This is an optimization exercise on Yosys and OpenROAD, whose aim is small area, a short achievable clock period and few clock cycles, not a production implementation. Where RTL was checked, it was by simulation tests only, not by an equivalence proof against the original. Power and IR drop assume default switching activity.

==> branch zinc <==
==> flow/design.v <==
module cache_ctrl #(
   parameter int ADDR_W      = 10,
   parameter int NUM_BLOCKS  = 4,
   parameter int BLOCK_WORDS = 4,
   parameter int CNT_W       = 16
) (
   input  logic                      clk,
   input  logic                      rst_n,
   input  logic                      cpu_req_valid,
   output logic                      cpu_req_ready,
   input  logic                      cpu_we,
   input  logic [ADDR_W-1:0]         cpu_addr,
   input  logic [31:0]               cpu_wdata,
   output logic                      cpu_resp_valid,
   output logic [31:0]               cpu_rdata,
   output logic                      mem_req,
   output logic                      mem_we,
   output logic [ADDR_W-1:0]         mem_addr,
   output logic [32*BLOCK_WORDS-1:0] mem_wdata,
   input  logic [32*BLOCK_WORDS-1:0] mem_rdata,
   input  logic                      mem_done,
   output logic [CNT_W-1:0]          hit_cnt,
   output logic [CNT_W-1:0]          miss_cnt
);
   localparam int TAG_W  = ADDR_W - 6;
   localparam int LINE_W = 32 * BLOCK_WORDS;
   logic [NUM_BLOCKS-1:0] valid_arr;
   logic [NUM_BLOCKS-1:0] dirty_arr;
   logic [TAG_W-1:0]      tag_arr  [NUM_BLOCKS];
   logic [LINE_W-1:0]     data_arr [NUM_BLOCKS];
   logic             r_v;
   logic             r_hit;
   logic [TAG_W-1:0] r_tag;
   logic [1:0]       r_idx;
   logic [1:0]       r_word;
   logic             r_we;
   logic [31:0]      r_wdata;
   logic             rd_q;
   logic [TAG_W-1:0] mem_tag;
   logic [LINE_W-1:0] line_buf;
   logic [NUM_BLOCKS-1:0]  fill_q;                 
   logic [BLOCK_WORDS-1:0] wsel_q;                 
   logic [BLOCK_WORDS-1:0] commit_q;               
   logic [NUM_BLOCKS-1:0]  ridx_q;                 
   logic [TAG_W-1:0] in_tag;
   logic [1:0]       in_idx;
   logic [1:0]       in_word;
   logic             in_hit;
   logic             in_victim_dirty;
   logic             rd_done;
   logic             wb_done;
   logic             accept;
   logic             acc_miss;
   logic             unused_addr_bits;
   assign unused_addr_bits = ^cpu_addr[1:0];
   assign in_tag  = cpu_addr[ADDR_W-1:6];
   assign in_idx  = cpu_addr[5:4];
   assign in_word = cpu_addr[3:2];
   assign in_hit          = valid_arr[in_idx] && (tag_arr[in_idx] == in_tag);
   assign in_victim_dirty = valid_arr[in_idx] && dirty_arr[in_idx];
   assign rd_done = rd_q && mem_done;
   assign wb_done = mem_we && mem_done;
   assign cpu_req_ready = !mem_req || rd_done;
   assign accept        = cpu_req_valid && cpu_req_ready;
   assign acc_miss      = accept && !in_hit;
   assign mem_addr  = {mem_tag, r_idx, 4'h0};
   assign mem_wdata = line_buf;
   logic       n_rd;
   logic [1:0] n_idx;
   logic [1:0] n_word;
   logic       n_we;
   logic       n_commit;
   logic       n_fill;
   always_comb begin
      n_rd = rd_q;
      if (wb_done) n_rd = 1'b1;
      if (rd_done) n_rd = 1'b0;
      if (acc_miss) n_rd = !in_victim_dirty;
      n_idx    = accept ? in_idx  : r_idx;
      n_word   = accept ? in_word : r_word;
      n_we     = accept ? cpu_we  : r_we;
      n_commit = accept && in_hit && cpu_we;
      n_fill   = rd_q && !rd_done;
   end
   always_ff @(posedge clk or negedge rst_n) begin
      if (!rst_n) begin
         r_v            <= 1'b0;
         mem_req        <= 1'b0;
         mem_we         <= 1'b0;
         rd_q           <= 1'b0;
         cpu_resp_valid <= 1'b0;
         valid_arr      <= '0;
         dirty_arr      <= '0;
         hit_cnt        <= '0;
         miss_cnt       <= '0;
      end else begin
         r_v            <= accept;
         cpu_resp_valid <= (r_v && r_hit) || rd_done;
         rd_q           <= n_rd;
         if (wb_done) mem_we <= 1'b0;
         if (rd_done) begin
            mem_req <= 1'b0;
         end
         if (r_v && !r_hit) dirty_arr[r_idx] <= r_we;
         if (accept) begin
            valid_arr[in_idx] <= 1'b1;
            if (cpu_we) dirty_arr[in_idx] <= 1'b1;
            if (!in_hit) begin
               mem_req <= 1'b1;
               mem_we  <= in_victim_dirty;
            end
         end
         if (r_v) begin
            if (r_hit) begin
               if (hit_cnt != {CNT_W{1'b1}}) hit_cnt <= hit_cnt + CNT_W'(1);
            end else begin
               if (miss_cnt != {CNT_W{1'b1}}) miss_cnt <= miss_cnt + CNT_W'(1);
            end
         end
      end
   end
   always_ff @(posedge clk) begin
      for (int w = 0; w < BLOCK_WORDS; w++) begin
         wsel_q[w]   <= n_fill && !(r_we && r_word == 2'(w));
         commit_q[w] <= n_commit && in_word == 2'(w);
      end
      for (int l = 0; l < NUM_BLOCKS; l++) begin
         ridx_q[l] <= (n_idx == 2'(l));
         fill_q[l] <= n_fill && r_idx == 2'(l);
      end
   end
   logic [BLOCK_WORDS-1:0] wen [NUM_BLOCKS];
   always_comb begin
      for (int l = 0; l < NUM_BLOCKS; l++) begin
         for (int w = 0; w < BLOCK_WORDS; w++) begin
            wen[l][w] = fill_q[l] || (ridx_q[l] && commit_q[w]);
         end
      end
   end
   always_ff @(posedge clk) begin
      if (accept) begin
         r_hit           <= in_hit;
         r_tag           <= in_tag;
         r_idx           <= in_idx;
         r_word          <= in_word;
         r_we            <= cpu_we;
         r_wdata         <= cpu_wdata;
         tag_arr[in_idx] <= in_tag;
         mem_tag         <= in_victim_dirty ? tag_arr[in_idx] : in_tag;
      end else if (wb_done) begin
         mem_tag <= r_tag;
      end
   end
   logic [31:0] wsrc [BLOCK_WORDS];
   always_comb begin
      for (int w = 0; w < BLOCK_WORDS; w++) begin
         wsrc[w] = wsel_q[w] ? mem_rdata[32*w +: 32] : r_wdata;
      end
   end
   always_ff @(posedge clk) begin
      for (int l = 0; l < NUM_BLOCKS; l++) begin
         for (int w = 0; w < BLOCK_WORDS; w++) begin
            if (wen[l][w]) data_arr[l][32*w +: 32] <= wsrc[w];
         end
      end
   end
   logic [NUM_BLOCKS-1:0]  lb_sel;
   logic [LINE_W-1:0]      lb_line;
   logic [BLOCK_WORDS-1:0] lb_byp;
   always_comb begin
      lb_line = '0;
      for (int l = 0; l < NUM_BLOCKS; l++) begin
         lb_sel[l] = mem_we ? ridx_q[l] : (in_idx == 2'(l));
         lb_line   = lb_line | ({LINE_W{lb_sel[l]}} & data_arr[l]);
      end
      for (int w = 0; w < BLOCK_WORDS; w++) begin
         lb_byp[w] = wen[in_idx][w];
      end
   end
   always_ff @(posedge clk) begin
      for (int w = 0; w < BLOCK_WORDS; w++) begin
         line_buf[32*w +: 32] <= lb_byp[w] ? wsrc[w] : lb_line[32*w +: 32];
      end
   end
   logic [BLOCK_WORDS-1:0] rsel_lb_q;
   logic [BLOCK_WORDS-1:0] rsel_mem_q;
   logic [31:0]            rd_word;
   always_ff @(posedge clk) begin
      for (int w = 0; w < BLOCK_WORDS; w++) begin
         rsel_lb_q[w]  <= !n_fill && n_word == 2'(w);
         rsel_mem_q[w] <= n_fill && n_word == 2'(w);
      end
   end
   always_comb begin
      rd_word = '0;
      for (int w = 0; w < BLOCK_WORDS; w++) begin
         rd_word = rd_word | ({32{rsel_lb_q[w]}}  & line_buf[32*w +: 32])
                           | ({32{rsel_mem_q[w]}} & mem_rdata[32*w +: 32]);
      end
   end
   always_ff @(posedge clk) begin
      cpu_rdata <= rd_word;
   end
endmodule
==> flow/flow/run.sh <==
#!/bin/bash
# Standard ORFS layout with two changes to how it is made:
#  * the resizer may swap cells across footprints (MATCH_CELL_FOOTPRINT=0);
#  * while the ports are buffered (global placement), delay cells are
#    don't-use, so the port buffers are plain buffers.
set -euo pipefail
here=$(pwd)
bash standard.sh synth > synth.log 2>&1
bash standard.sh PRE_GLOBAL_PLACE_TCL="$here/flow/gp_pre.tcl" MATCH_CELL_FOOTPRINT=0 finish > layout.log 2>&1
==> flow/flow/gp_pre.tcl <==
# Keep delay cells out of the port buffers inserted in this step.
set_dont_use [get_lib_cells {sky130_fd_sc_hd__clkdlybuf4s* sky130_fd_sc_hd__dlygate* sky130_fd_sc_hd__dlymetal*}]
==> flow/standard.sh <==
#!/bin/bash
# synth_recipe.tcl (not shown) runs the flow's synth.tcl, then flattens the netlist and writes it again
# the make line also repeats each setting of config.mk as NAME=value (left out here)
make -C /OpenROAD-flow-scripts/flow DESIGN_CONFIG=/design/flow/config.mk WORK_HOME=/design/flow/orfs CLKGATE_MAP_FILE= SYNTH_SCRIPT=/design/flow/synth_recipe.tcl "${@:-finish}"
==> flow/config.mk <==
export PLATFORM = sky130hd
export DESIGN_NAME = cache_ctrl
export DESIGN_NICKNAME = cache_ctrl
export VERILOG_FILES = /design/flow/design.v
export SDC_FILE = /design/flow/constraint.sdc
export NUM_CORES = 4
export LEC_CHECK = 0
export CAP_MARGIN = 20
export CORE_MARGIN = 2
export CORE_UTILIZATION = 60
export CTS_CLUSTER_DIAMETER = 100
export CTS_CLUSTER_SIZE = 24
export SETUP_SLACK_MARGIN = 1.9
export SLEW_MARGIN = 20
==> flow/constraint.sdc <==
create_clock -name core_clock -period 4.0 [get_ports {clk}]
set_input_delay 0.8000 -clock core_clock [delete_from_list [all_inputs] [get_ports {clk}]]
set_output_delay 0.8000 -clock core_clock [all_outputs]
set_load 0.01 [all_outputs]
==> inputs of branch amber, as changes to branch zinc <==
--- a/flow/design.v
+++ b/flow/design.v
@@ -38,6 +38,7 @@
    logic             rd_q;
    logic [TAG_W-1:0] mem_tag;
+   logic [1:0]       mem_idx;
    logic [LINE_W-1:0] line_buf;
-   logic [NUM_BLOCKS-1:0]  fill_q;                 
+   logic [BLOCK_WORDS-1:0] wen_q  [NUM_BLOCKS];   
    logic [BLOCK_WORDS-1:0] wsel_q;                 
    logic [BLOCK_WORDS-1:0] commit_q;               
@@ -64,5 +65,5 @@
    assign accept        = cpu_req_valid && cpu_req_ready;
    assign acc_miss      = accept && !in_hit;
-   assign mem_addr  = {mem_tag, r_idx, 4'h0};
+   assign mem_addr  = {mem_tag, mem_idx, 4'h0};
    assign mem_wdata = line_buf;
    logic       n_rd;
@@ -71,5 +72,4 @@
    logic       n_we;
    logic       n_commit;
-   logic       n_fill;
    always_comb begin
       n_rd = rd_q;
@@ -81,5 +81,4 @@
       n_we     = accept ? cpu_we  : r_we;
       n_commit = accept && in_hit && cpu_we;
-      n_fill   = rd_q && !rd_done;
    end
    always_ff @(posedge clk or negedge rst_n) begin
@@ -122,19 +121,11 @@
    always_ff @(posedge clk) begin
       for (int w = 0; w < BLOCK_WORDS; w++) begin
-         wsel_q[w]   <= n_fill && !(r_we && r_word == 2'(w));
+         wsel_q[w]   <= n_rd && !(n_we && n_word == 2'(w));
          commit_q[w] <= n_commit && in_word == 2'(w);
-      end
-      for (int l = 0; l < NUM_BLOCKS; l++) begin
-         ridx_q[l] <= (n_idx == 2'(l));
-         fill_q[l] <= n_fill && r_idx == 2'(l);
-      end
-   end
-   logic [BLOCK_WORDS-1:0] wen [NUM_BLOCKS];
-   always_comb begin
-      for (int l = 0; l < NUM_BLOCKS; l++) begin
-         for (int w = 0; w < BLOCK_WORDS; w++) begin
-            wen[l][w] = fill_q[l] || (ridx_q[l] && commit_q[w]);
+         for (int l = 0; l < NUM_BLOCKS; l++) begin
+            wen_q[l][w] <= (n_idx == 2'(l)) && (n_rd || (n_commit && in_word == 2'(w)));
          end
       end
+      for (int l = 0; l < NUM_BLOCKS; l++) ridx_q[l] <= (n_idx == 2'(l));
    end
    always_ff @(posedge clk) begin
@@ -148,4 +139,5 @@
          tag_arr[in_idx] <= in_tag;
          mem_tag         <= in_victim_dirty ? tag_arr[in_idx] : in_tag;
+         if (!in_hit) mem_idx <= in_idx;
       end else if (wb_done) begin
          mem_tag <= r_tag;
@@ -161,5 +153,5 @@
       for (int l = 0; l < NUM_BLOCKS; l++) begin
          for (int w = 0; w < BLOCK_WORDS; w++) begin
-            if (wen[l][w]) data_arr[l][32*w +: 32] <= wsrc[w];
+            if (wen_q[l][w]) data_arr[l][32*w +: 32] <= wsrc[w];
          end
       end
@@ -175,5 +167,5 @@
       end
       for (int w = 0; w < BLOCK_WORDS; w++) begin
-         lb_byp[w] = wen[in_idx][w];
+         lb_byp[w] = ridx_q[in_idx] && (rd_q || commit_q[w]);
       end
    end
@@ -188,6 +180,6 @@
    always_ff @(posedge clk) begin
       for (int w = 0; w < BLOCK_WORDS; w++) begin
-         rsel_lb_q[w]  <= !n_fill && n_word == 2'(w);
-         rsel_mem_q[w] <= n_fill && n_word == 2'(w);
+         rsel_lb_q[w]  <= !n_rd && n_word == 2'(w);
+         rsel_mem_q[w] <= n_rd && n_word == 2'(w);
       end
    end
--- a/flow/config.mk
+++ b/flow/config.mk
@@ -11,4 +11,4 @@
 export CTS_CLUSTER_DIAMETER = 100
 export CTS_CLUSTER_SIZE = 24
-export SETUP_SLACK_MARGIN = 1.9
+export SETUP_SLACK_MARGIN = 1.75
 export SLEW_MARGIN = 20
==> inputs of branch cedar, as changes to branch zinc <==
--- a/flow/design.v
+++ b/flow/design.v
@@ -37,7 +37,8 @@
    logic [31:0]      r_wdata;
    logic             rd_q;
+   logic             rdy;
    logic [TAG_W-1:0] mem_tag;
    logic [LINE_W-1:0] line_buf;
-   logic [NUM_BLOCKS-1:0]  fill_q;                 
+   logic [BLOCK_WORDS-1:0] wen_q  [NUM_BLOCKS];   
    logic [BLOCK_WORDS-1:0] wsel_q;                 
    logic [BLOCK_WORDS-1:0] commit_q;               
@@ -61,5 +62,5 @@
    assign rd_done = rd_q && mem_done;
    assign wb_done = mem_we && mem_done;
-   assign cpu_req_ready = !mem_req || rd_done;
+   assign cpu_req_ready = rdy || rd_done;
    assign accept        = cpu_req_valid && cpu_req_ready;
    assign acc_miss      = accept && !in_hit;
@@ -71,5 +72,4 @@
    logic       n_we;
    logic       n_commit;
-   logic       n_fill;
    always_comb begin
       n_rd = rd_q;
@@ -81,8 +81,8 @@
       n_we     = accept ? cpu_we  : r_we;
       n_commit = accept && in_hit && cpu_we;
-      n_fill   = rd_q && !rd_done;
    end
    always_ff @(posedge clk or negedge rst_n) begin
       if (!rst_n) begin
+         rdy            <= 1'b1;
          r_v            <= 1'b0;
          mem_req        <= 1'b0;
@@ -101,4 +101,5 @@
          if (rd_done) begin
             mem_req <= 1'b0;
+            rdy     <= 1'b1;
          end
          if (r_v && !r_hit) dirty_arr[r_idx] <= r_we;
@@ -109,4 +110,5 @@
                mem_req <= 1'b1;
                mem_we  <= in_victim_dirty;
+               rdy     <= 1'b0;
             end
          end
@@ -122,19 +124,11 @@
    always_ff @(posedge clk) begin
       for (int w = 0; w < BLOCK_WORDS; w++) begin
-         wsel_q[w]   <= n_fill && !(r_we && r_word == 2'(w));
+         wsel_q[w]   <= n_rd && !(n_we && n_word == 2'(w));
          commit_q[w] <= n_commit && in_word == 2'(w);
-      end
-      for (int l = 0; l < NUM_BLOCKS; l++) begin
-         ridx_q[l] <= (n_idx == 2'(l));
-         fill_q[l] <= n_fill && r_idx == 2'(l);
-      end
-   end
-   logic [BLOCK_WORDS-1:0] wen [NUM_BLOCKS];
-   always_comb begin
-      for (int l = 0; l < NUM_BLOCKS; l++) begin
-         for (int w = 0; w < BLOCK_WORDS; w++) begin
-            wen[l][w] = fill_q[l] || (ridx_q[l] && commit_q[w]);
+         for (int l = 0; l < NUM_BLOCKS; l++) begin
+            wen_q[l][w] <= (n_idx == 2'(l)) && (n_rd || (n_commit && in_word == 2'(w)));
          end
       end
+      for (int l = 0; l < NUM_BLOCKS; l++) ridx_q[l] <= (n_idx == 2'(l));
    end
    always_ff @(posedge clk) begin
@@ -161,5 +155,5 @@
       for (int l = 0; l < NUM_BLOCKS; l++) begin
          for (int w = 0; w < BLOCK_WORDS; w++) begin
-            if (wen[l][w]) data_arr[l][32*w +: 32] <= wsrc[w];
+            if (wen_q[l][w]) data_arr[l][32*w +: 32] <= wsrc[w];
          end
       end
@@ -175,5 +169,5 @@
       end
       for (int w = 0; w < BLOCK_WORDS; w++) begin
-         lb_byp[w] = wen[in_idx][w];
+         lb_byp[w] = ridx_q[in_idx] && (rd_q || commit_q[w]);
       end
    end
@@ -188,6 +182,6 @@
    always_ff @(posedge clk) begin
       for (int w = 0; w < BLOCK_WORDS; w++) begin
-         rsel_lb_q[w]  <= !n_fill && n_word == 2'(w);
-         rsel_mem_q[w] <= n_fill && n_word == 2'(w);
+         rsel_lb_q[w]  <= !n_rd && n_word == 2'(w);
+         rsel_mem_q[w] <= n_rd && n_word == 2'(w);
       end
    end
--- a/flow/config.mk
+++ b/flow/config.mk
@@ -8,7 +8,7 @@
 export CAP_MARGIN = 20
 export CORE_MARGIN = 2
-export CORE_UTILIZATION = 60
+export CORE_UTILIZATION = 65
 export CTS_CLUSTER_DIAMETER = 100
 export CTS_CLUSTER_SIZE = 24
-export SETUP_SLACK_MARGIN = 1.9
+export SETUP_SLACK_MARGIN = 1.75
 export SLEW_MARGIN = 20
==> qor summary <==
Run status: branch cedar complete, no violations; branch amber complete, no violations; branch zinc complete, no violations
Number of fill cells: branch cedar 3050; branch amber 3679; branch zinc 3532
Endpoint class of the critical path: branch cedar flip-flop; branch amber primary output; branch zinc flip-flop
Xor/xnor share of the synthesized area: branch cedar 0.00951; branch amber 0.00978; branch zinc 0.00857
Clock-pin slew reported for the worst setup and hold paths after clock tree synthesis: branch cedar 0.10 ns; branch amber 0.09 ns; branch zinc 0.10 ns
Asr flop ratio synth: branch cedar 0.0564; branch amber 0.0551; branch zinc 0.0560
Fraction of the mapped netlist area in simple logic gates: branch cedar 0.0472; branch amber 0.0471; branch zinc 0.0431
Area of all placed cells without fillers: branch cedar 33900 µm²; branch amber 34400 µm²; branch zinc 34800 µm²
Area fraction of the dominant cell type after synthesis: branch cedar 0.562; branch amber 0.563; branch zinc 0.558
Multi-input combinational gate total: branch cedar 1077; branch amber 1080; branch zinc 1040
Multi-input gate share of the layout cell area: branch cedar 0.229; branch amber 0.227; branch zinc 0.242
Chip width: branch cedar 220 µm; branch amber 229 µm; branch zinc 230 µm
Count of buffers not belonging to the clock network in the layout: branch cedar 435; branch amber 460; branch zinc 464
Fraction of power consumed by the clock network: branch cedar 0.314; branch amber 0.183; branch zinc 0.231
Gate Count Post-Synth: branch cedar 2035; branch amber 2039; branch zinc 1971
Testbench counts of branch zinc, summed over its fixed seeds: cycles 33,730.
Testbench counts of branch cedar, summed over its fixed seeds: cycles 33,730.
The RTL of branch amber was laid out without a check of its function.

-- static timing again, ports no longer ideal --
The results above use ideal ports. As a check the final layouts listed here were re-extracted and re-timed, cells and wires unchanged. Step 1 assumes that a clkbuf_16 drives the clock port and a buf_2 every other input. Step 2 adds t to the input delays and takes it off the output delays; t is the mean of the earliest and latest rising clock arrival at the registers after step 1. Input paths then give back, and output paths get back, about the clock's delay inside the block. Three values: no drivers, after step 1, after step 2; two values: the first two.
| run | t, ns | slack for setup (ns) | worst setup path after step 2 | pins driven straight from the clock port |
|---|---|---|---|---|
| branch zinc | 0.653 | 1.892 / 1.855 / 1.338 | input to register | 1 |
| branch amber | 0.641 | 1.761 / 1.700 / 1.177 | input to register | 1 |
| branch cedar | 0.657 | 1.766 / 1.715 / 1.119 | input to register | 1 |
After both steps setup and hold are still met in every run listed. For branch cedar, which loses most, drivers alone change the setup slack by -0.051 ns; drivers and shift together by -0.647 ns.
